This design comes from an exercise in tuning for small area, a short achievable clock period and few clock cycles on the open sky130 flow, not from production work. No functional check of the RTL was part of this run. Power figures rest on the tool's default switching activity, not on a simulated workload.

--- design/flow/config.mk ---
export PLATFORM = sky130hd
export DESIGN_NAME = cd_stat_accum
export DESIGN_NICKNAME = cd_stat_accum
export VERILOG_FILES = /design/flow/design.v
export SDC_FILE = /design/flow/constraint.sdc
export NUM_CORES = 4
export LEC_CHECK = 0
export CAP_MARGIN = 20
export CORE_MARGIN = 2
export CORE_UTILIZATION = 40
export CTS_BUF_LIST = sky130_fd_sc_hd__clkbuf_8 sky130_fd_sc_hd__clkbuf_16
export CTS_CLUSTER_DIAMETER = 100
export CTS_CLUSTER_SIZE = 30
export SLEW_MARGIN = 20
export SETUP_SLACK_MARGIN = 7
--- design/flow/constraint.sdc ---
create_clock -name core_clock -period 10.0 [get_ports {clk}]
set_input_delay 2.0000 -clock core_clock [delete_from_list [all_inputs] [get_ports {clk}]]
set_output_delay 2.0000 -clock core_clock [all_outputs]
set_load 0.01 [all_outputs]
--- design/flow/design.v ---
package rbm_pkg;
   localparam int ACC_W      = 32;
   localparam int ACC_FRAC   = 23;
   localparam int PROD_SHIFT = 7;
   typedef logic signed [15:0]      q1_15_t;
   typedef logic signed [ACC_W-1:0] q7_23_t;
   typedef logic signed [31:0]      q2_30_t;
   localparam q7_23_t SAT_MAX = 32'sh7FFF_FFFF;
   localparam q7_23_t SAT_MIN = 32'sh8000_0000;
   typedef logic [2:0] state_t;
   localparam state_t S_IDLE   = 3'd0;
   localparam state_t S_CLEAR  = 3'd1;
   localparam state_t S_LOAD_V = 3'd2;
   localparam state_t S_SWEEP  = 3'd3;
   localparam state_t S_DRAIN  = 3'd4;
   localparam state_t S_DONE   = 3'd5;
   typedef struct packed {
      q7_23_t sum;
      logic   sat;
   } sat_res_t;
   function automatic sat_res_t sat_add(input q7_23_t a, input q7_23_t b);
      logic signed [ACC_W:0] s;
      logic                  ov;
      s     = {a[ACC_W-1], a} + {b[ACC_W-1], b};
      ov    = (s[ACC_W] != s[ACC_W-1]);
      if (!ov) sat_add = {s[ACC_W-1:0], 1'b0};
      else     sat_add = {(s[ACC_W] ? SAT_MIN : SAT_MAX), 1'b1};
   endfunction
endpackage
module acc_mac_pipe (
   input  logic [15:0] v,
   input  logic [7:0]  one,
   input  logic [7:0]  two,
   input  logic [7:0]  neg,
   output logic [24:0] s_hi,
   output logic [24:0] c_hi,
   output logic [24:0] t_hi,
   output logic        cin_a,
   output logic        cin_b
);
   wire pp0_0 = ((one[0] & v[0]) | (two[0] & 1'b0)) ^ neg[0];
   wire pp0_1 = ((one[0] & v[1]) | (two[0] & v[0])) ^ neg[0];
   wire pp0_2 = ((one[0] & v[2]) | (two[0] & v[1])) ^ neg[0];
   wire pp0_3 = ((one[0] & v[3]) | (two[0] & v[2])) ^ neg[0];
   wire pp0_4 = ((one[0] & v[4]) | (two[0] & v[3])) ^ neg[0];
   wire pp0_5 = ((one[0] & v[5]) | (two[0] & v[4])) ^ neg[0];
   wire pp0_6 = ((one[0] & v[6]) | (two[0] & v[5])) ^ neg[0];
   wire pp0_7 = ((one[0] & v[7]) | (two[0] & v[6])) ^ neg[0];
   wire pp0_8 = ((one[0] & v[8]) | (two[0] & v[7])) ^ neg[0];
   wire pp0_9 = ((one[0] & v[9]) | (two[0] & v[8])) ^ neg[0];
   wire pp0_10 = ((one[0] & v[10]) | (two[0] & v[9])) ^ neg[0];
   wire pp0_11 = ((one[0] & v[11]) | (two[0] & v[10])) ^ neg[0];
   wire pp0_12 = ((one[0] & v[12]) | (two[0] & v[11])) ^ neg[0];
   wire pp0_13 = ((one[0] & v[13]) | (two[0] & v[12])) ^ neg[0];
   wire pp0_14 = ((one[0] & v[14]) | (two[0] & v[13])) ^ neg[0];
   wire pp0_15 = ((one[0] & v[15]) | (two[0] & v[14])) ^ neg[0];
   wire pp0_16 = ((one[0] & v[15]) | (two[0] & v[15])) ^ neg[0];
   wire nsg0 = ~pp0_16;
   wire pp1_0 = ((one[1] & v[0]) | (two[1] & 1'b0)) ^ neg[1];
   wire pp1_1 = ((one[1] & v[1]) | (two[1] & v[0])) ^ neg[1];
   wire pp1_2 = ((one[1] & v[2]) | (two[1] & v[1])) ^ neg[1];
   wire pp1_3 = ((one[1] & v[3]) | (two[1] & v[2])) ^ neg[1];
   wire pp1_4 = ((one[1] & v[4]) | (two[1] & v[3])) ^ neg[1];
   wire pp1_5 = ((one[1] & v[5]) | (two[1] & v[4])) ^ neg[1];
   wire pp1_6 = ((one[1] & v[6]) | (two[1] & v[5])) ^ neg[1];
   wire pp1_7 = ((one[1] & v[7]) | (two[1] & v[6])) ^ neg[1];
   wire pp1_8 = ((one[1] & v[8]) | (two[1] & v[7])) ^ neg[1];
   wire pp1_9 = ((one[1] & v[9]) | (two[1] & v[8])) ^ neg[1];
   wire pp1_10 = ((one[1] & v[10]) | (two[1] & v[9])) ^ neg[1];
   wire pp1_11 = ((one[1] & v[11]) | (two[1] & v[10])) ^ neg[1];
   wire pp1_12 = ((one[1] & v[12]) | (two[1] & v[11])) ^ neg[1];
   wire pp1_13 = ((one[1] & v[13]) | (two[1] & v[12])) ^ neg[1];
   wire pp1_14 = ((one[1] & v[14]) | (two[1] & v[13])) ^ neg[1];
   wire pp1_15 = ((one[1] & v[15]) | (two[1] & v[14])) ^ neg[1];
   wire pp1_16 = ((one[1] & v[15]) | (two[1] & v[15])) ^ neg[1];
   wire nsg1 = ~pp1_16;
   wire pp2_0 = ((one[2] & v[0]) | (two[2] & 1'b0)) ^ neg[2];
   wire pp2_1 = ((one[2] & v[1]) | (two[2] & v[0])) ^ neg[2];
   wire pp2_2 = ((one[2] & v[2]) | (two[2] & v[1])) ^ neg[2];
   wire pp2_3 = ((one[2] & v[3]) | (two[2] & v[2])) ^ neg[2];
   wire pp2_4 = ((one[2] & v[4]) | (two[2] & v[3])) ^ neg[2];
   wire pp2_5 = ((one[2] & v[5]) | (two[2] & v[4])) ^ neg[2];
   wire pp2_6 = ((one[2] & v[6]) | (two[2] & v[5])) ^ neg[2];
   wire pp2_7 = ((one[2] & v[7]) | (two[2] & v[6])) ^ neg[2];
   wire pp2_8 = ((one[2] & v[8]) | (two[2] & v[7])) ^ neg[2];
   wire pp2_9 = ((one[2] & v[9]) | (two[2] & v[8])) ^ neg[2];
   wire pp2_10 = ((one[2] & v[10]) | (two[2] & v[9])) ^ neg[2];
   wire pp2_11 = ((one[2] & v[11]) | (two[2] & v[10])) ^ neg[2];
   wire pp2_12 = ((one[2] & v[12]) | (two[2] & v[11])) ^ neg[2];
   wire pp2_13 = ((one[2] & v[13]) | (two[2] & v[12])) ^ neg[2];
   wire pp2_14 = ((one[2] & v[14]) | (two[2] & v[13])) ^ neg[2];
   wire pp2_15 = ((one[2] & v[15]) | (two[2] & v[14])) ^ neg[2];
   wire pp2_16 = ((one[2] & v[15]) | (two[2] & v[15])) ^ neg[2];
   wire nsg2 = ~pp2_16;
   wire pp3_0 = ((one[3] & v[0]) | (two[3] & 1'b0)) ^ neg[3];
   wire pp3_1 = ((one[3] & v[1]) | (two[3] & v[0])) ^ neg[3];
   wire pp3_2 = ((one[3] & v[2]) | (two[3] & v[1])) ^ neg[3];
   wire pp3_3 = ((one[3] & v[3]) | (two[3] & v[2])) ^ neg[3];
   wire pp3_4 = ((one[3] & v[4]) | (two[3] & v[3])) ^ neg[3];
   wire pp3_5 = ((one[3] & v[5]) | (two[3] & v[4])) ^ neg[3];
   wire pp3_6 = ((one[3] & v[6]) | (two[3] & v[5])) ^ neg[3];
   wire pp3_7 = ((one[3] & v[7]) | (two[3] & v[6])) ^ neg[3];
   wire pp3_8 = ((one[3] & v[8]) | (two[3] & v[7])) ^ neg[3];
   wire pp3_9 = ((one[3] & v[9]) | (two[3] & v[8])) ^ neg[3];
   wire pp3_10 = ((one[3] & v[10]) | (two[3] & v[9])) ^ neg[3];
   wire pp3_11 = ((one[3] & v[11]) | (two[3] & v[10])) ^ neg[3];
   wire pp3_12 = ((one[3] & v[12]) | (two[3] & v[11])) ^ neg[3];
   wire pp3_13 = ((one[3] & v[13]) | (two[3] & v[12])) ^ neg[3];
   wire pp3_14 = ((one[3] & v[14]) | (two[3] & v[13])) ^ neg[3];
   wire pp3_15 = ((one[3] & v[15]) | (two[3] & v[14])) ^ neg[3];
   wire pp3_16 = ((one[3] & v[15]) | (two[3] & v[15])) ^ neg[3];
   wire nsg3 = ~pp3_16;
   wire pp4_0 = ((one[4] & v[0]) | (two[4] & 1'b0)) ^ neg[4];
   wire pp4_1 = ((one[4] & v[1]) | (two[4] & v[0])) ^ neg[4];
   wire pp4_2 = ((one[4] & v[2]) | (two[4] & v[1])) ^ neg[4];
   wire pp4_3 = ((one[4] & v[3]) | (two[4] & v[2])) ^ neg[4];
   wire pp4_4 = ((one[4] & v[4]) | (two[4] & v[3])) ^ neg[4];
   wire pp4_5 = ((one[4] & v[5]) | (two[4] & v[4])) ^ neg[4];
   wire pp4_6 = ((one[4] & v[6]) | (two[4] & v[5])) ^ neg[4];
   wire pp4_7 = ((one[4] & v[7]) | (two[4] & v[6])) ^ neg[4];
   wire pp4_8 = ((one[4] & v[8]) | (two[4] & v[7])) ^ neg[4];
   wire pp4_9 = ((one[4] & v[9]) | (two[4] & v[8])) ^ neg[4];
   wire pp4_10 = ((one[4] & v[10]) | (two[4] & v[9])) ^ neg[4];
   wire pp4_11 = ((one[4] & v[11]) | (two[4] & v[10])) ^ neg[4];
   wire pp4_12 = ((one[4] & v[12]) | (two[4] & v[11])) ^ neg[4];
   wire pp4_13 = ((one[4] & v[13]) | (two[4] & v[12])) ^ neg[4];
   wire pp4_14 = ((one[4] & v[14]) | (two[4] & v[13])) ^ neg[4];
   wire pp4_15 = ((one[4] & v[15]) | (two[4] & v[14])) ^ neg[4];
   wire pp4_16 = ((one[4] & v[15]) | (two[4] & v[15])) ^ neg[4];
   wire nsg4 = ~pp4_16;
   wire pp5_0 = ((one[5] & v[0]) | (two[5] & 1'b0)) ^ neg[5];
   wire pp5_1 = ((one[5] & v[1]) | (two[5] & v[0])) ^ neg[5];
   wire pp5_2 = ((one[5] & v[2]) | (two[5] & v[1])) ^ neg[5];
   wire pp5_3 = ((one[5] & v[3]) | (two[5] & v[2])) ^ neg[5];
   wire pp5_4 = ((one[5] & v[4]) | (two[5] & v[3])) ^ neg[5];
   wire pp5_5 = ((one[5] & v[5]) | (two[5] & v[4])) ^ neg[5];
   wire pp5_6 = ((one[5] & v[6]) | (two[5] & v[5])) ^ neg[5];
   wire pp5_7 = ((one[5] & v[7]) | (two[5] & v[6])) ^ neg[5];
   wire pp5_8 = ((one[5] & v[8]) | (two[5] & v[7])) ^ neg[5];
   wire pp5_9 = ((one[5] & v[9]) | (two[5] & v[8])) ^ neg[5];
   wire pp5_10 = ((one[5] & v[10]) | (two[5] & v[9])) ^ neg[5];
   wire pp5_11 = ((one[5] & v[11]) | (two[5] & v[10])) ^ neg[5];
   wire pp5_12 = ((one[5] & v[12]) | (two[5] & v[11])) ^ neg[5];
   wire pp5_13 = ((one[5] & v[13]) | (two[5] & v[12])) ^ neg[5];
   wire pp5_14 = ((one[5] & v[14]) | (two[5] & v[13])) ^ neg[5];
   wire pp5_15 = ((one[5] & v[15]) | (two[5] & v[14])) ^ neg[5];
   wire pp5_16 = ((one[5] & v[15]) | (two[5] & v[15])) ^ neg[5];
   wire nsg5 = ~pp5_16;
   wire pp6_0 = ((one[6] & v[0]) | (two[6] & 1'b0)) ^ neg[6];
   wire pp6_1 = ((one[6] & v[1]) | (two[6] & v[0])) ^ neg[6];
   wire pp6_2 = ((one[6] & v[2]) | (two[6] & v[1])) ^ neg[6];
   wire pp6_3 = ((one[6] & v[3]) | (two[6] & v[2])) ^ neg[6];
   wire pp6_4 = ((one[6] & v[4]) | (two[6] & v[3])) ^ neg[6];
   wire pp6_5 = ((one[6] & v[5]) | (two[6] & v[4])) ^ neg[6];
   wire pp6_6 = ((one[6] & v[6]) | (two[6] & v[5])) ^ neg[6];
   wire pp6_7 = ((one[6] & v[7]) | (two[6] & v[6])) ^ neg[6];
   wire pp6_8 = ((one[6] & v[8]) | (two[6] & v[7])) ^ neg[6];
   wire pp6_9 = ((one[6] & v[9]) | (two[6] & v[8])) ^ neg[6];
   wire pp6_10 = ((one[6] & v[10]) | (two[6] & v[9])) ^ neg[6];
   wire pp6_11 = ((one[6] & v[11]) | (two[6] & v[10])) ^ neg[6];
   wire pp6_12 = ((one[6] & v[12]) | (two[6] & v[11])) ^ neg[6];
   wire pp6_13 = ((one[6] & v[13]) | (two[6] & v[12])) ^ neg[6];
   wire pp6_14 = ((one[6] & v[14]) | (two[6] & v[13])) ^ neg[6];
   wire pp6_15 = ((one[6] & v[15]) | (two[6] & v[14])) ^ neg[6];
   wire pp6_16 = ((one[6] & v[15]) | (two[6] & v[15])) ^ neg[6];
   wire nsg6 = ~pp6_16;
   wire pp7_0 = ((one[7] & v[0]) | (two[7] & 1'b0)) ^ neg[7];
   wire pp7_1 = ((one[7] & v[1]) | (two[7] & v[0])) ^ neg[7];
   wire pp7_2 = ((one[7] & v[2]) | (two[7] & v[1])) ^ neg[7];
   wire pp7_3 = ((one[7] & v[3]) | (two[7] & v[2])) ^ neg[7];
   wire pp7_4 = ((one[7] & v[4]) | (two[7] & v[3])) ^ neg[7];
   wire pp7_5 = ((one[7] & v[5]) | (two[7] & v[4])) ^ neg[7];
   wire pp7_6 = ((one[7] & v[6]) | (two[7] & v[5])) ^ neg[7];
   wire pp7_7 = ((one[7] & v[7]) | (two[7] & v[6])) ^ neg[7];
   wire pp7_8 = ((one[7] & v[8]) | (two[7] & v[7])) ^ neg[7];
   wire pp7_9 = ((one[7] & v[9]) | (two[7] & v[8])) ^ neg[7];
   wire pp7_10 = ((one[7] & v[10]) | (two[7] & v[9])) ^ neg[7];
   wire pp7_11 = ((one[7] & v[11]) | (two[7] & v[10])) ^ neg[7];
   wire pp7_12 = ((one[7] & v[12]) | (two[7] & v[11])) ^ neg[7];
   wire pp7_13 = ((one[7] & v[13]) | (two[7] & v[12])) ^ neg[7];
   wire pp7_14 = ((one[7] & v[14]) | (two[7] & v[13])) ^ neg[7];
   wire pp7_15 = ((one[7] & v[15]) | (two[7] & v[14])) ^ neg[7];
   wire pp7_16 = ((one[7] & v[15]) | (two[7] & v[15])) ^ neg[7];
   wire nsg7 = ~pp7_16;
   wire hs1 = pp0_10 ^ pp1_8;
   wire hc1 = pp0_10 & pp1_8;
   wire hs2 = pp0_11 ^ pp1_9;
   wire hc2 = pp0_11 & pp1_9;
   wire fs3 = pp0_12 ^ pp1_10 ^ pp2_8;
   wire fc3 = (pp0_12 & pp1_10) | (pp0_12 & pp2_8) | (pp1_10 & pp2_8);
   wire hs4 = pp3_6 ^ pp4_4;
   wire hc4 = pp3_6 & pp4_4;
   wire fs5 = pp0_13 ^ pp1_11 ^ pp2_9;
   wire fc5 = (pp0_13 & pp1_11) | (pp0_13 & pp2_9) | (pp1_11 & pp2_9);
   wire hs6 = pp3_7 ^ pp4_5;
   wire hc6 = pp3_7 & pp4_5;
   wire fs7 = pp0_14 ^ pp1_12 ^ pp2_10;
   wire fc7 = (pp0_14 & pp1_12) | (pp0_14 & pp2_10) | (pp1_12 & pp2_10);
   wire fs8 = pp3_8 ^ pp4_6 ^ pp5_4;
   wire fc8 = (pp3_8 & pp4_6) | (pp3_8 & pp5_4) | (pp4_6 & pp5_4);
   wire hs9 = pp6_2 ^ pp7_0;
   wire hc9 = pp6_2 & pp7_0;
   wire fs10 = pp0_15 ^ pp1_13 ^ pp2_11;
   wire fc10 = (pp0_15 & pp1_13) | (pp0_15 & pp2_11) | (pp1_13 & pp2_11);
   wire fs11 = pp3_9 ^ pp4_7 ^ pp5_5;
   wire fc11 = (pp3_9 & pp4_7) | (pp3_9 & pp5_5) | (pp4_7 & pp5_5);
   wire hs12 = pp6_3 ^ pp7_1;
   wire hc12 = pp6_3 & pp7_1;
   wire fs13 = pp0_16 ^ pp1_14 ^ pp2_12;
   wire fc13 = (pp0_16 & pp1_14) | (pp0_16 & pp2_12) | (pp1_14 & pp2_12);
   wire fs14 = pp3_10 ^ pp4_8 ^ pp5_6;
   wire fc14 = (pp3_10 & pp4_8) | (pp3_10 & pp5_6) | (pp4_8 & pp5_6);
   wire hs15 = pp6_4 ^ pp7_2;
   wire hc15 = pp6_4 & pp7_2;
   wire fs16 = pp0_16 ^ pp1_15 ^ pp2_13;
   wire fc16 = (pp0_16 & pp1_15) | (pp0_16 & pp2_13) | (pp1_15 & pp2_13);
   wire fs17 = pp3_11 ^ pp4_9 ^ pp5_7;
   wire fc17 = (pp3_11 & pp4_9) | (pp3_11 & pp5_7) | (pp4_9 & pp5_7);
   wire hs18 = pp6_5 ^ pp7_3;
   wire hc18 = pp6_5 & pp7_3;
   wire fs19 = nsg0 ^ nsg1 ^ pp2_14;
   wire fc19 = (nsg0 & nsg1) | (nsg0 & pp2_14) | (nsg1 & pp2_14);
   wire fs20 = pp3_12 ^ pp4_10 ^ pp5_8;
   wire fc20 = (pp3_12 & pp4_10) | (pp3_12 & pp5_8) | (pp4_10 & pp5_8);
   wire hs21 = pp6_6 ^ pp7_4;
   wire hc21 = pp6_6 & pp7_4;
   wire fs22 = 1'b1 ^ pp2_15 ^ pp3_13;
   wire fc22 = (1'b1 & pp2_15) | (1'b1 & pp3_13) | (pp2_15 & pp3_13);
   wire fs23 = pp4_11 ^ pp5_9 ^ pp6_7;
   wire fc23 = (pp4_11 & pp5_9) | (pp4_11 & pp6_7) | (pp5_9 & pp6_7);
   wire fs24 = nsg2 ^ pp3_14 ^ pp4_12;
   wire fc24 = (nsg2 & pp3_14) | (nsg2 & pp4_12) | (pp3_14 & pp4_12);
   wire hs25 = 1'b1 ^ pp3_15;
   wire hc25 = 1'b1 & pp3_15;
   wire hs26 = pp0_6 ^ pp1_4;
   wire hc26 = pp0_6 & pp1_4;
   wire hs27 = pp0_7 ^ pp1_5;
   wire hc27 = pp0_7 & pp1_5;
   wire fs28 = pp0_8 ^ pp1_6 ^ pp2_4;
   wire fc28 = (pp0_8 & pp1_6) | (pp0_8 & pp2_4) | (pp1_6 & pp2_4);
   wire hs29 = pp3_2 ^ pp4_0;
   wire hc29 = pp3_2 & pp4_0;
   wire fs30 = pp0_9 ^ pp1_7 ^ pp2_5;
   wire fc30 = (pp0_9 & pp1_7) | (pp0_9 & pp2_5) | (pp1_7 & pp2_5);
   wire hs31 = pp3_3 ^ pp4_1;
   wire hc31 = pp3_3 & pp4_1;
   wire fs32 = hs1 ^ pp2_6 ^ pp3_4;
   wire fc32 = (hs1 & pp2_6) | (hs1 & pp3_4) | (pp2_6 & pp3_4);
   wire fs33 = pp4_2 ^ pp5_0 ^ neg[5];
   wire fc33 = (pp4_2 & pp5_0) | (pp4_2 & neg[5]) | (pp5_0 & neg[5]);
   wire fs34 = hc1 ^ hs2 ^ pp2_7;
   wire fc34 = (hc1 & hs2) | (hc1 & pp2_7) | (hs2 & pp2_7);
   wire fs35 = pp3_5 ^ pp4_3 ^ pp5_1;
   wire fc35 = (pp3_5 & pp4_3) | (pp3_5 & pp5_1) | (pp4_3 & pp5_1);
   wire fs36 = hc2 ^ fs3 ^ hs4;
   wire fc36 = (hc2 & fs3) | (hc2 & hs4) | (fs3 & hs4);
   wire fs37 = pp5_2 ^ pp6_0 ^ neg[6];
   wire fc37 = (pp5_2 & pp6_0) | (pp5_2 & neg[6]) | (pp6_0 & neg[6]);
   wire fs38 = fc3 ^ hc4 ^ fs5;
   wire fc38 = (fc3 & hc4) | (fc3 & fs5) | (hc4 & fs5);
   wire fs39 = hs6 ^ pp5_3 ^ pp6_1;
   wire fc39 = (hs6 & pp5_3) | (hs6 & pp6_1) | (pp5_3 & pp6_1);
   wire fs40 = fc5 ^ hc6 ^ fs7;
   wire fc40 = (fc5 & hc6) | (fc5 & fs7) | (hc6 & fs7);
   wire fs41 = fs8 ^ hs9 ^ neg[7];
   wire fc41 = (fs8 & hs9) | (fs8 & neg[7]) | (hs9 & neg[7]);
   wire fs42 = fc7 ^ fc8 ^ hc9;
   wire fc42 = (fc7 & fc8) | (fc7 & hc9) | (fc8 & hc9);
   wire fs43 = fs10 ^ fs11 ^ hs12;
   wire fc43 = (fs10 & fs11) | (fs10 & hs12) | (fs11 & hs12);
   wire fs44 = fc10 ^ fc11 ^ hc12;
   wire fc44 = (fc10 & fc11) | (fc10 & hc12) | (fc11 & hc12);
   wire fs45 = fs13 ^ fs14 ^ hs15;
   wire fc45 = (fs13 & fs14) | (fs13 & hs15) | (fs14 & hs15);
   wire fs46 = fc13 ^ fc14 ^ hc15;
   wire fc46 = (fc13 & fc14) | (fc13 & hc15) | (fc14 & hc15);
   wire fs47 = fs16 ^ fs17 ^ hs18;
   wire fc47 = (fs16 & fs17) | (fs16 & hs18) | (fs17 & hs18);
   wire fs48 = fc16 ^ fc17 ^ hc18;
   wire fc48 = (fc16 & fc17) | (fc16 & hc18) | (fc17 & hc18);
   wire fs49 = fs19 ^ fs20 ^ hs21;
   wire fc49 = (fs19 & fs20) | (fs19 & hs21) | (fs20 & hs21);
   wire fs50 = fc19 ^ fc20 ^ hc21;
   wire fc50 = (fc19 & fc20) | (fc19 & hc21) | (fc20 & hc21);
   wire fs51 = fs22 ^ fs23 ^ pp7_5;
   wire fc51 = (fs22 & fs23) | (fs22 & pp7_5) | (fs23 & pp7_5);
   wire fs52 = fc22 ^ fc23 ^ fs24;
   wire fc52 = (fc22 & fc23) | (fc22 & fs24) | (fc23 & fs24);
   wire fs53 = pp5_10 ^ pp6_8 ^ pp7_6;
   wire fc53 = (pp5_10 & pp6_8) | (pp5_10 & pp7_6) | (pp6_8 & pp7_6);
   wire fs54 = fc24 ^ hs25 ^ pp4_13;
   wire fc54 = (fc24 & hs25) | (fc24 & pp4_13) | (hs25 & pp4_13);
   wire fs55 = pp5_11 ^ pp6_9 ^ pp7_7;
   wire fc55 = (pp5_11 & pp6_9) | (pp5_11 & pp7_7) | (pp6_9 & pp7_7);
   wire fs56 = hc25 ^ nsg3 ^ pp4_14;
   wire fc56 = (hc25 & nsg3) | (hc25 & pp4_14) | (nsg3 & pp4_14);
   wire fs57 = pp5_12 ^ pp6_10 ^ pp7_8;
   wire fc57 = (pp5_12 & pp6_10) | (pp5_12 & pp7_8) | (pp6_10 & pp7_8);
   wire fs58 = 1'b1 ^ pp4_15 ^ pp5_13;
   wire fc58 = (1'b1 & pp4_15) | (1'b1 & pp5_13) | (pp4_15 & pp5_13);
   wire hs59 = pp6_11 ^ pp7_9;
   wire hc59 = pp6_11 & pp7_9;
   wire fs60 = nsg4 ^ pp5_14 ^ pp6_12;
   wire fc60 = (nsg4 & pp5_14) | (nsg4 & pp6_12) | (pp5_14 & pp6_12);
   wire hs61 = 1'b1 ^ pp5_15;
   wire hc61 = 1'b1 & pp5_15;
   wire hs62 = pp0_4 ^ pp1_2;
   wire hc62 = pp0_4 & pp1_2;
   wire hs63 = pp0_5 ^ pp1_3;
   wire hc63 = pp0_5 & pp1_3;
   wire fs64 = hs26 ^ pp2_2 ^ pp3_0;
   wire fc64 = (hs26 & pp2_2) | (hs26 & pp3_0) | (pp2_2 & pp3_0);
   wire fs65 = hc26 ^ hs27 ^ pp2_3;
   wire fc65 = (hc26 & hs27) | (hc26 & pp2_3) | (hs27 & pp2_3);
   wire fs66 = hc27 ^ fs28 ^ hs29;
   wire fc66 = (hc27 & fs28) | (hc27 & hs29) | (fs28 & hs29);
   wire fs67 = fc28 ^ hc29 ^ fs30;
   wire fc67 = (fc28 & hc29) | (fc28 & fs30) | (hc29 & fs30);
   wire fs68 = fc30 ^ hc31 ^ fs32;
   wire fc68 = (fc30 & hc31) | (fc30 & fs32) | (hc31 & fs32);
   wire fs69 = fc32 ^ fc33 ^ fs34;
   wire fc69 = (fc32 & fc33) | (fc32 & fs34) | (fc33 & fs34);
   wire fs70 = fc34 ^ fc35 ^ fs36;
   wire fc70 = (fc34 & fc35) | (fc34 & fs36) | (fc35 & fs36);
   wire fs71 = fc36 ^ fc37 ^ fs38;
   wire fc71 = (fc36 & fc37) | (fc36 & fs38) | (fc37 & fs38);
   wire fs72 = fc38 ^ fc39 ^ fs40;
   wire fc72 = (fc38 & fc39) | (fc38 & fs40) | (fc39 & fs40);
   wire fs73 = fc40 ^ fc41 ^ fs42;
   wire fc73 = (fc40 & fc41) | (fc40 & fs42) | (fc41 & fs42);
   wire fs74 = fc42 ^ fc43 ^ fs44;
   wire fc74 = (fc42 & fc43) | (fc42 & fs44) | (fc43 & fs44);
   wire fs75 = fc44 ^ fc45 ^ fs46;
   wire fc75 = (fc44 & fc45) | (fc44 & fs46) | (fc45 & fs46);
   wire fs76 = fc46 ^ fc47 ^ fs48;
   wire fc76 = (fc46 & fc47) | (fc46 & fs48) | (fc47 & fs48);
   wire fs77 = fc48 ^ fc49 ^ fs50;
   wire fc77 = (fc48 & fc49) | (fc48 & fs50) | (fc49 & fs50);
   wire fs78 = fc50 ^ fc51 ^ fs52;
   wire fc78 = (fc50 & fc51) | (fc50 & fs52) | (fc51 & fs52);
   wire fs79 = fc52 ^ fc53 ^ fs54;
   wire fc79 = (fc52 & fc53) | (fc52 & fs54) | (fc53 & fs54);
   wire fs80 = fc54 ^ fc55 ^ fs56;
   wire fc80 = (fc54 & fc55) | (fc54 & fs56) | (fc55 & fs56);
   wire fs81 = fc56 ^ fc57 ^ fs58;
   wire fc81 = (fc56 & fc57) | (fc56 & fs58) | (fc57 & fs58);
   wire fs82 = fc58 ^ hc59 ^ fs60;
   wire fc82 = (fc58 & hc59) | (fc58 & fs60) | (hc59 & fs60);
   wire fs83 = fc60 ^ hs61 ^ pp6_13;
   wire fc83 = (fc60 & hs61) | (fc60 & pp6_13) | (hs61 & pp6_13);
   wire fs84 = hc61 ^ nsg5 ^ pp6_14;
   wire fc84 = (hc61 & nsg5) | (hc61 & pp6_14) | (nsg5 & pp6_14);
   wire hs85 = 1'b1 ^ pp6_15;
   wire hc85 = 1'b1 & pp6_15;
   wire [31:0] rs = {1'b1, nsg7, 1'b1, hc85, fc84, fc83, fc82, fc81, fc80, fc79, fc78, fc77, fc76, fc75, fc74, fc73, fc72, fc71, fc70, fc69, fc68, fc67, fc66, fc65, fc64, hc63, hc62, hs62, pp0_3, pp0_2, pp0_1, pp0_0};
   wire [31:0] rc = {1'b0, 1'b0, pp7_15, nsg6, hs85, fs84, fs83, fs82, fs81, fs80, fs79, fs78, fs77, fs76, fs75, fs74, fs73, fs72, fs71, fs70, fs69, fs68, fs67, fs66, fs65, fs64, hs63, pp2_0, pp1_1, pp1_0, 1'b0, neg[0]};
   wire [31:0] rt = {1'b0, 1'b0, 1'b0, pp7_14, pp7_13, pp7_12, pp7_11, pp7_10, hs59, fs57, fs55, fs53, fs51, fs49, fs47, fs45, fs43, fs41, fs39, fs37, fs35, fs33, hs31, neg[4], pp3_1, neg[3], pp2_1, neg[2], 1'b0, neg[1], 1'b0, 1'b0};
   wire [8:0]  low = {2'b0, rs[6:0]} + {2'b0, rc[6:0]} + {2'b0, rt[6:0]};
   assign s_hi  = rs[31:7];
   assign c_hi  = rc[31:7];
   assign t_hi  = rt[31:7];
   assign cin_a = low[8] | low[7];
   assign cin_b = low[8];
endmodule
module cd_stat_accum
#(
   parameter int I_TILE = 64,
   parameter int H_TILE = 64,
   parameter int AW     = $clog2(I_TILE * H_TILE)
) (
   input  logic          clk,
   input  logic          rst,
   input  logic          clear,
   input  logic          v_valid,
   output logic          v_ready,
   input  logic [15:0]   v_data,
   input  logic          v_phase,
   input  logic          h_valid,
   output logic          h_ready,
   input  logic [15:0]   h_data,
   input  logic          h_last,
   output logic [AW-1:0] acc_rd_addr,
   output logic          acc_rd_bank,
   input  logic [31:0]   acc_rd_data,
   output logic [AW-1:0] acc_wr_addr,
   output logic [31:0]   acc_wr_data,
   output logic [1:0]    acc_wr_we,
   output logic          busy,
   output logic          done,
   output logic          sat_flag
);
   localparam logic [1:0] C_IDLE  = 2'd0;
   localparam logic [1:0] C_BATCH = 2'd1;
   localparam logic [1:0] C_CLEAR = 2'd2;
   logic [1:0]    cmd_q;
   logic [5:0]    c_q;         
   logic [5:0]    j_q;         
   logic [5:0]    vi_q;        
   logic          load_q;      
   logic          fused_q;     
   logic          row_q;       
   logic          ld_q;        
   logic          drain_q;     
   logic [7:0]    one_q, two_q, neg_q;    
   logic          hq_v, hq_last;
   logic          phase_q;
   logic [1023:0] ring;
   logic          vrdy_q, hrdy_q, busy_q, done_q, sat_q;
   logic          v1, v2, ph1, ph2, l1, l2, l3, clr2;
   logic [24:0]   s1, c1, t1;
   logic          cina1, cinb1;
   logic [24:0]   inc_q;
   logic [31:0]   rd_q;
   logic [31:0]   wd_q;
   logic [1:0]    we_q;
   logic [AW-1:0] wa_q;
   assign v_ready     = vrdy_q;
   assign h_ready     = hrdy_q;
   assign busy        = busy_q;
   assign done        = done_q;
   assign sat_flag    = sat_q;
   assign acc_rd_addr = {j_q, c_q};
   assign acc_rd_bank = phase_q;
   assign acc_wr_addr = wa_q;
   assign acc_wr_data = wd_q;
   assign acc_wr_we   = we_q;
   logic       v_acc, h_acc;
   logic       idle, batch, clr;
   logic       fuse_now, op0, rowdone, last_op, ends_load;
   logic [5:0] c_inc, j_inc, vi_inc;
   assign v_acc = v_valid & vrdy_q;
   assign h_acc = h_valid & hrdy_q;
   assign idle  = (cmd_q == C_IDLE);
   assign batch = (cmd_q == C_BATCH);
   assign clr   = (cmd_q == C_CLEAR);
   assign c_inc  = c_q + 6'd1;
   assign j_inc  = j_q + 6'd1;
   assign vi_inc = vi_q + 6'd1;
   assign fuse_now = (vi_q == 6'd1) ? hq_v : fused_q;
   assign op0      = batch & (row_q | (ld_q & fuse_now));
   assign ends_load = ld_q & fused_q & ~load_q & (vi_q == 6'd0);
   assign rowdone  = batch & (c_q == 6'd63) & (row_q | ends_load);
   assign last_op  = batch & row_q & (c_q == 6'd63) & hq_last;
   logic       load_n, drain_n, fused_n, hq_v_n, row_n, rdy_n, cons_n, cons_nv;
   logic [5:0] j_n;
   always_comb begin
      j_n     = j_q;
      load_n  = load_q;
      drain_n = drain_q;
      fused_n = fused_q;
      if (batch) begin
         if (ld_q & (vi_q == 6'd1)) fused_n = hq_v;
         if (rowdone) begin
            j_n = j_inc;
            if (row_q & (j_q == 6'd63)) begin
               if (hq_last) drain_n = 1'b1;
               else         load_n  = 1'b1;
            end
         end
         if (done_q) begin
            drain_n = 1'b0;
            j_n     = 6'd0;
            load_n  = 1'b1;
         end
      end
   end
   assign hq_v_n = hq_v & ~rowdone;
   assign row_n  = batch & ~done_q & ~load_n & ~drain_n;
   assign rdy_n  = idle ? ~clear :
                   clr  ? done_q :
                   (done_q | (~drain_q & ((c_q + 6'd2) == vi_q) &
                              (load_q | (row_q & (j_q == 6'd63) & ~hq_last & (c_q == 6'd62)))));
   assign cons_n  = batch & (c_q == 6'd62) & row_q;
   assign cons_nv = batch & (c_q == 6'd62) & (vi_q == 6'd63) & fused_q;
   always_ff @(posedge clk) begin
      if (rst) begin
         cmd_q   <= C_IDLE;
         c_q     <= 6'd63;
         j_q     <= '0;
         vi_q    <= '0;
         load_q  <= 1'b1;
         fused_q <= 1'b0;
         row_q   <= 1'b0;
         ld_q    <= 1'b0;
         drain_q <= 1'b0;
         hq_v    <= 1'b0;
         hq_last <= 1'b0;
         phase_q <= 1'b0;
         vrdy_q  <= 1'b0;
         hrdy_q  <= 1'b0;
         busy_q  <= 1'b0;
         done_q  <= 1'b0;
         sat_q   <= 1'b0;
      end else begin
         if (idle) begin
            if (clear)      cmd_q <= C_CLEAR;
            else if (v_acc) cmd_q <= C_BATCH;
         end else if (done_q) begin
            cmd_q <= C_IDLE;
         end
         busy_q <= idle ? (clear | v_acc) : ~done_q;
         if (idle | done_q) c_q <= v_acc ? 6'd0 : 6'd63;
         else               c_q <= c_inc;
         j_q     <= j_n;
         drain_q <= drain_n;
         fused_q <= fused_n;
         ld_q    <= v_acc;
         if (v_acc) begin
            vi_q   <= vi_inc;
            load_q <= (vi_q != 6'd63);
         end else begin
            vi_q   <= (batch & done_q) ? 6'd0 : vi_q;
            load_q <= load_n;
         end
         if (v_acc & (vi_q == 6'd0)) phase_q <= v_phase;
         if (h_acc) begin
            hq_v    <= 1'b1;
            hq_last <= h_last;
         end else begin
            hq_v    <= hq_v_n;
         end
         if (c_q == 6'd63) row_q <= row_n & (h_acc | hq_v_n);
         else if (batch & done_q) row_q <= 1'b0;
         vrdy_q <= v_acc ? (vi_q != 6'd63) : rdy_n;
         if (idle)
            hrdy_q <= ~clear & ~h_acc & ~hq_v;
         else if (batch & ~done_q & ~drain_n)
            hrdy_q <= h_acc ? (cons_n | (v_acc & cons_nv))
                            : (~hq_v_n | cons_n | (v_acc & cons_nv));
         else
            hrdy_q <= done_q & ~hq_v;
         done_q <= l3 | (clr & we_q[0] & (wa_q == {AW{1'b1}}));
         if (idle & clear)  sat_q <= 1'b0;
         else if (v2 & ovf) sat_q <= 1'b1;
      end
   end
   logic [16:0] hx;
   logic [7:0]  one_d, two_d, neg_d;
   assign hx = {h_data, 1'b0};
   always_comb begin
      for (int k = 0; k < 8; k++) begin
         neg_d[k] = hx[2*k+2];
         one_d[k] = hx[2*k+1] ^ hx[2*k];
         two_d[k] = (hx[2*k+2] & ~hx[2*k+1] & ~hx[2*k]) | (~hx[2*k+2] & hx[2*k+1] & hx[2*k]);
      end
   end
   always_ff @(posedge clk) begin
      if (h_acc) begin
         one_q <= one_d;
         two_q <= two_d;
         neg_q <= neg_d;
      end
      ring <= {ring[1007:0], v_acc ? v_data : ring[1023:1008]};
   end
   logic [24:0] s0, c0, t0;
   logic        cina0, cinb0;
   acc_mac_pipe u_mul (
      .v    (ring[15:0]),
      .one  (one_q),
      .two  (two_q),
      .neg  (neg_q),
      .s_hi (s0),
      .c_hi (c0),
      .t_hi (t0),
      .cin_a(cina0),
      .cin_b(cinb0)
   );
   logic [24:0] x3, y3, inc_d;
   assign x3    = s1 ^ c1 ^ t1;
   assign y3    = (s1 & c1) | (s1 & t1) | (c1 & t1);
   assign inc_d = x3 + {y3[23:0], cina1} + {24'b0, cinb1};
   logic [24:0] lo;
   logic [7:0]  m_hi, hi_p, hi_m, r_hi;
   logic        up, dn, ovf;
   logic [31:0] res;
   assign lo   = {1'b0, rd_q[23:0]} + {1'b0, inc_q[23:0]};
   assign m_hi = rd_q[31:24];
   assign hi_p = m_hi + 8'd1;
   assign hi_m = m_hi - 8'd1;
   assign up   = lo[24] & ~inc_q[24];
   assign dn   = ~lo[24] & inc_q[24];
   assign r_hi = up ? hi_p : (dn ? hi_m : m_hi);
   assign ovf  = (up & (m_hi == 8'h7F)) | (dn & (m_hi == 8'h80));
   assign res  = ovf ? {m_hi[7], {31{~m_hi[7]}}} : {r_hi, lo[23:0]};
   always_ff @(posedge clk) begin
      s1    <= s0;
      c1    <= c0;
      t1    <= t0;
      cina1 <= cina0;
      cinb1 <= cinb0;
      inc_q <= clr ? 25'd0 : inc_d;
      rd_q  <= clr ? 32'd0 : acc_rd_data;
      wd_q  <= res;
   end
   always_ff @(posedge clk) begin
      if (rst) begin
         v1   <= 1'b0;
         v2   <= 1'b0;
         ph1  <= 1'b0;
         ph2  <= 1'b0;
         l1   <= 1'b0;
         l2   <= 1'b0;
         l3   <= 1'b0;
         we_q <= 2'b00;
         wa_q <= '0;
         clr2 <= 1'b0;
      end else begin
         v1   <= op0;
         ph1  <= phase_q;
         l1   <= last_op;
         v2   <= v1;
         ph2  <= ph1;
         l2   <= l1;
         l3   <= l2;
         clr2 <= clr & ~done_q;
         if (clr & ~done_q) we_q <= (we_q[0] & (wa_q == {AW{1'b1}})) ? 2'b00 : {2{clr2}};
         else                we_q <= v2 ? (ph2 ? 2'b10 : 2'b01) : 2'b00;
         wa_q <= wa_q + {{(AW-1){1'b0}}, |we_q};
      end
   end
endmodule
--- design/flow/flow/run.sh ---
#!/bin/bash
# Standard layout, with the timing repair steps asked for extra setup slack.
set -e
cp standard.sh standard_sh.txt
cp config.mk config_orig.mk
echo "export SETUP_SLACK_MARGIN = 7" >> config.mk
bash standard.sh > standard.log 2>&1
--- design/flow/standard.sh ---
#!/bin/bash
# synth_recipe.tcl (not shown) runs the flow's synth.tcl, then flattens the netlist and writes it again
# the make line also repeats each setting of config.mk as NAME=value (left out here)
make -C /OpenROAD-flow-scripts/flow DESIGN_CONFIG=/design/flow/config.mk WORK_HOME=/design/flow/orfs CLKGATE_MAP_FILE= SYNTH_SCRIPT=/design/flow/synth_recipe.tcl "${@:-finish}"
==> report_table.html <==
<table>
<tr><th>Metric</th><th>Value</th></tr>
<tr><th colspan="2">Die</th></tr>
<tr><td>Y dimension of the die</td><td>300 um</td></tr>
<tr><td>Total I/O pin count</td><td>135</td></tr>
<tr><td>FP Rows</td><td>108</td></tr>
<tr><td>DIE AREA</td><td>90200 sq um</td></tr>
<tr><td>Area of the core region</td><td>between 80000 and 90000 sq um</td></tr>
<tr><td>Starting utilization of the core area</td><td>about 40%</td></tr>
<tr><td>Width of the die</td><td>300 um</td></tr>
<tr><th colspan="2">Synthesis</th></tr>
<tr><td>Cell types occupying the most area after synthesis</td><td>dfxtp_1, fa_1, xnor2_1</td></tr>
<tr><td>EDFF count, synth</td><td>24</td></tr>
<tr><td>Cells after synthesis</td><td>roughly 2600</td></tr>
<tr><td>Share of synthesized flip-flops with an asynchronous set or reset</td><td>0%</td></tr>
<tr><td>Sequential area share after synthesis</td><td>72.6%</td></tr>
<tr><td>Cell taking the most area after synthesis</td><td>dfxtp_1</td></tr>
<tr><td>Post-synth design cell area</td><td>between 30000 and 40000 sq um</td></tr>
<tr><td>Flip-flop cell with the highest count after synthesis</td><td>dfxtp_1</td></tr>
<tr><td>Count of distinct cell types in the synthesized netlist</td><td>64</td></tr>
<tr><td>Synthesized area divided by synthesized cell count</td><td>approximately 14 sq um</td></tr>
<tr><td>Flip-flop and latch count after synthesis</td><td>~1300</td></tr>
<tr><td>Yosys warning total</td><td>1</td></tr>
<tr><td>Synth Net Count</td><td>2808</td></tr>
<tr><td>Area fraction of the dominant cell type after synthesis</td><td>a little over two thirds</td></tr>
<tr><th colspan="2">Cells and area</th></tr>
<tr><td>Commonest cells after routing, fill and taps aside</td><td>dfxtp_1, xnor2_1, a22oi_1, nand2_1, fa_1</td></tr>
<tr><td>Most common library cell in the layout ignoring fill and taps</td><td>dfxtp_1</td></tr>
<tr><td>Antenna diode count</td><td>0</td></tr>
<tr><td>Final instance area</td><td>approximately 40000 sq um</td></tr>
<tr><td>Final net count</td><td>2981</td></tr>
<tr><td>Area overhead of the layout relative to synthesis</td><td>14.2%</td></tr>
<tr><td>Fraction of final layout cells with drive strength greater than 1</td><td>12.8%</td></tr>
<tr><th colspan="2">Power</th></tr>
<tr><td>Power density cells</td><td>roughly 260 nW/um^2</td></tr>
<tr><td>Worst-case vdd ir drop</td><td>0.145 mV</td></tr>
<tr><td>Pleak</td><td>between 15 and 20 nW</td></tr>
<tr><th colspan="2">Drt</th></tr>
<tr><td>Sum of routed wire length over all layers</td><td>60.9 mm</td></tr>
<tr><td>DR top layer</td><td>met5</td></tr>
<tr><td>Routed length on met1</td><td>~29 mm</td></tr>
<tr><td>First-iteration detailed-routing DRC count</td><td>1090</td></tr>
<tr><td>Post-DR vias/cell</td><td>between 4 and 5</td></tr>
<tr><td>Number of search-and-repair iterations in the first detailed-routing pass</td><td>5</td></tr>
<tr><td>WL per Instance</td><td>about 16 um</td></tr>
<tr><td>Number of nets still failing antenna checks after routing</td><td>0</td></tr>
<tr><td>DRC violation count after routing</td><td>0</td></tr>
<tr><td>DR WL met2</td><td>27.1 mm</td></tr>
<tr><td>Routed via count</td><td>17900</td></tr>
<tr><td>Met3 wire length</td><td>3.18 mm</td></tr>
<tr><th colspan="2">Placed design</th></tr>
<tr><td>Instance area at placement</td><td>approximately 38000 sq um</td></tr>
<tr><td>HPWL after detailed placement</td><td>39.0 mm</td></tr>
<tr><td>IO buf count</td><td>about 130</td></tr>
<tr><td>Gpl congestion</td><td>0.806</td></tr>
<tr><th colspan="2">Critical path</th></tr>
<tr><td>Worst setup slack for register-to-register paths</td><td>6.68 ns</td></tr>
<tr><td>Reg2Reg Depth</td><td>11</td></tr>
<tr><td>Startpoint of the most critical register-to-register path</td><td>t1[0]</td></tr>
<tr><td>Critical Path Most Common Cell</td><td>fa_2</td></tr>
<tr><td>Category of the critical setup timing path</td><td>flop to flop</td></tr>
<tr><td>Signal arrival time at the worst endpoint</td><td>~3.8 ns</td></tr>
<tr><td>Sequence of cells on the critical path</td><td>fa_1, fa_2, fa_2, a21o_1, a311oi_2, o211a_1, a2111oi_4, or3_4, o221ai_4, xor2_1, nor2_1</td></tr>
<tr><td>Endpoint of the lowest-slack register-to-register path</td><td>inc_q[20]</td></tr>
<tr><td>Critical path endpoint category</td><td>flop</td></tr>
<tr><td>Req. time, crit path</td><td>10.51 ns</td></tr>
<tr><td>Largest delay contributor family on the critical path</td><td>adder cells</td></tr>
<tr><td>Crit path buf inv count</td><td>0</td></tr>
<tr><td>Element type at the critical path start</td><td>flop</td></tr>
<tr><td>Worst stage delay on the critical path</td><td>about 0.48 ns</td></tr>
<tr><td>Critical Path Fanout Max</td><td>2</td></tr>
<tr><td>CP max stage cell</td><td>fa_1</td></tr>
<tr><th colspan="2">Global routing</th></tr>
<tr><td>Total Routing Usage GR</td><td>between 10% and 20%</td></tr>
<tr><td>Largest net degree at the start of global routing</td><td>59</td></tr>
<tr><td>Via count of the first global-routing pass</td><td>18300</td></tr>
<tr><td>Number of antenna violations at the first check in global routing</td><td>6</td></tr>
<tr><td>Global-route wire length before repair</td><td>98.5 mm</td></tr>
<tr><td>Total overflow reported by the global router</td><td>0</td></tr>
<tr><th colspan="2">Min path</th></tr>
<tr><td>Class of the tightest hold or removal check</td><td>flop to flop</td></tr>
<tr><td>Hold Path Sink</td><td>ring[978]</td></tr>
<tr><td>Instance count along the most critical hold path</td><td>0</td></tr>
<tr><td>Startpoint of the worst hold path</td><td>ring[962]</td></tr>
<tr><th colspan="2">Timing</th></tr>
<tr><td>Post-route clock skew</td><td>about 0.054 ns</td></tr>
<tr><td>Tightest Pin Transition</td><td>1.05 ns</td></tr>
<tr><td>Sum of negative setup slack</td><td>0 ns</td></tr>
<tr><td>Post-route clock period utilization</td><td>between 30% and 40%</td></tr>
<tr><td>Minimum clock period after layout</td><td>3.32 ns</td></tr>
<tr><td>Number of pins exceeding their max-slew limit in the final report</td><td>0</td></tr>
<tr><td>Endpoints failing setup</td><td>0</td></tr>
<tr><td>Fin. Hold Viols</td><td>0</td></tr>
<tr><td>Unrepaired setup endpoints after global routing</td><td>true</td></tr>
<tr><td>Maximum achievable frequency</td><td>between 0.3 and 0.4 GHz</td></tr>
<tr><td>Rel. slew slack</td><td>approximately 30%</td></tr>
<tr><th colspan="2">CTS</th></tr>
<tr><td>Clk buf depth</td><td>3</td></tr>
<tr><td>H-tree levels</td><td>2</td></tr>
<tr><td>Cell chosen for the clock root</td><td>clkbuf_16</td></tr>
<tr><td>CTS tree</td><td>built</td></tr>
<tr><td>Later-pin clock latency in the skew report</td><td>0.66 ns</td></tr>
<tr><td>Cts-stage hold buffer count</td><td>0</td></tr>
<tr><td>TritonCTS buffer count</td><td>50</td></tr>
<tr><td>Clk sink count</td><td>1262</td></tr>
<tr><td>Clock transition at the registers of the reported paths</td><td>0.12 ns</td></tr>
<tr><th colspan="2">Flow run</th></tr>
<tr><td>MaxCap Viol Count</td><td>0</td></tr>
<tr><th colspan="2">Outcome</th></tr>
<tr><td>Result of the run</td><td>complete, no violations</td></tr>
</table>
## synth_stat cells, drive strengths merged (6+ instances only)
cell type  number
nor3           27
dfxtp        1238
nor2           76
xor2           83
or2            14
o211ai          7
o21ai          70
nor2b          47
o21a            8
inv            80
a22oi         121
a21o           17
nand3          24
edfxtp         24
and2            7
ha             81
buf             7
clkbuf         94
nand2b         15
a31oi           8
xnor2         127
nand2         120
nand4          21
a21oi          68
o31ai           6
nand3b          9
a211oi          8
or3            13
fa             89
## layout make-up
cell class	count	area, sq um
Fill cell	7658	46800
Sequential cell	1262	25600
Multi-Input combinational cell	1126	9200
Timing Repair Buffer	219	2060
Tap cell	1155	1450
Clock buffer	53	1300
Inverter	80	304
Clock inverter	13	184
Timing Repair inverter	1	7.51
## worst register-to-register path, cell delays in order, from the launching register on
cell       delay, ns
dfxtp_2         0.33
fa_1            0.48
fa_2            0.38
fa_2            0.35
a21o_1          0.22
a311oi_2        0.28
o211a_1         0.28
a2111oi_4       0.11
or3_4           0.40
o221ai_4        0.17
xor2_1          0.17
nor2_1          0.05
## state kept, by name (all words and copies together), names as in the netlist, 12 cells and up
name / cells
ring: 1024
rd_q: 32
wd_q: 32
inc_q: 25
c1: 23
s1: 23
t1: 22
wa_q: 12
## routing by layer
metal	vias up	GRT usage [%]
met4	8	3.57
met5	-	0
met1	8686	19.2
met3	94	2.61
li1	8726	-
met2	362	21.1
## logic make-up (layout without fill, tap and decap cells)
logic type	count (synthesis)	count (layout)	share of synthesized area, %
AND/OR/NAND/NOR	390	392	5.50
flip-flops	1262	1262	72.6
buffers and inverters	181	366	1.96
AO/OA/AOI/OAI	346	346	6.53
multiplexers	8	8	0.246
XOR/XNOR	210	210	5.23
adder cells (fa/ha/maj)	170	170	7.95
## repair_timing
action,in CTS,in global routing
resized for setup,410,44
gates cloned,4,0
pin swaps,12,19
setup endpoints to repair,167,158
buffers inserted,53,23
hold endpoints to repair,0,0
## stage by stage
stage | cells | utilization [%] | hold WS, ns | total power, W | setup slack [ns]
5_1_grt | 3909 | 46.2 | 0.318 | 0.0111 | 6.47
3_3_place_gp | 3763 | 43.3 | 0.310 | 0.00785 | 5.76
3_5_place_dp | 3763 | 43.3 | 0.312 | 0.00786 | 5.73
6_report | 3909 | 46.2 | 0.302 | 0.0104 | 6.68
2_1_floorplan | 2567 | - | 0.310 | 0.00719 | 6.83
4_1_cts | 3886 | 45.8 | 0.308 | 0.0104 | 6.56
## where the power goes
| part | leakage, nW | internal, W | switching [W] |
|---|---|---|---|
| clock | 0.739 | 0.000996 | 0.00146 |
| combinational | 4.80 | 0.00109 | 0.00131 |
| sequential | 10.3 | 0.00542 | 0.000178 |
## worst max path at each step
stage	cells past startpoint	end	from	slack, ns
floorplan	11	inc_q[20]	t1[0]	6.83
global placement	8	hrdy_q	v_valid	5.76
detailed placement	8	hrdy_q	v_valid	5.73
CTS	11	inc_q[20]	t1[0]	6.56
global route	11	inc_q[20]	t1[0]	6.47
finish	11	inc_q[20]	t1[0]	6.68

separate check: timing with driven ports:
The flow's constraints put no driver on any port. The routed layout listed below was extracted and timed again, unchanged, in two steps.
Step 1 (the two cells are an assumption about what drives the block):
set clk [get_ports {clk}]
set_driving_cell -lib_cell sky130_fd_sc_hd__clkbuf_16 $clk
set_driving_cell -lib_cell sky130_fd_sc_hd__buf_2 [delete_from_list [all_inputs] $clk]
Step 2 adds t to the input delays and takes it off the output delays; t is the mean of the earliest and latest rising clock arrival at the registers after step 1. Input paths then give back, and output paths get back, about the clock's delay inside the block.
a / b / c = ideal / step 1 / step 2; a / b = the first two.
t, ns: 0.690
setup slack, ns: 6.680 / 6.680 / 6.458
worst setup path at the end: input to register
latest minus earliest clock arrival (ns): 0.056 / 0.056
worst data-port slew with drivers (ns): 0.09
After both steps this run still meets setup and hold. For this run, drivers alone change the setup slack by 0.000 ns; drivers and shift together by -0.222 ns.
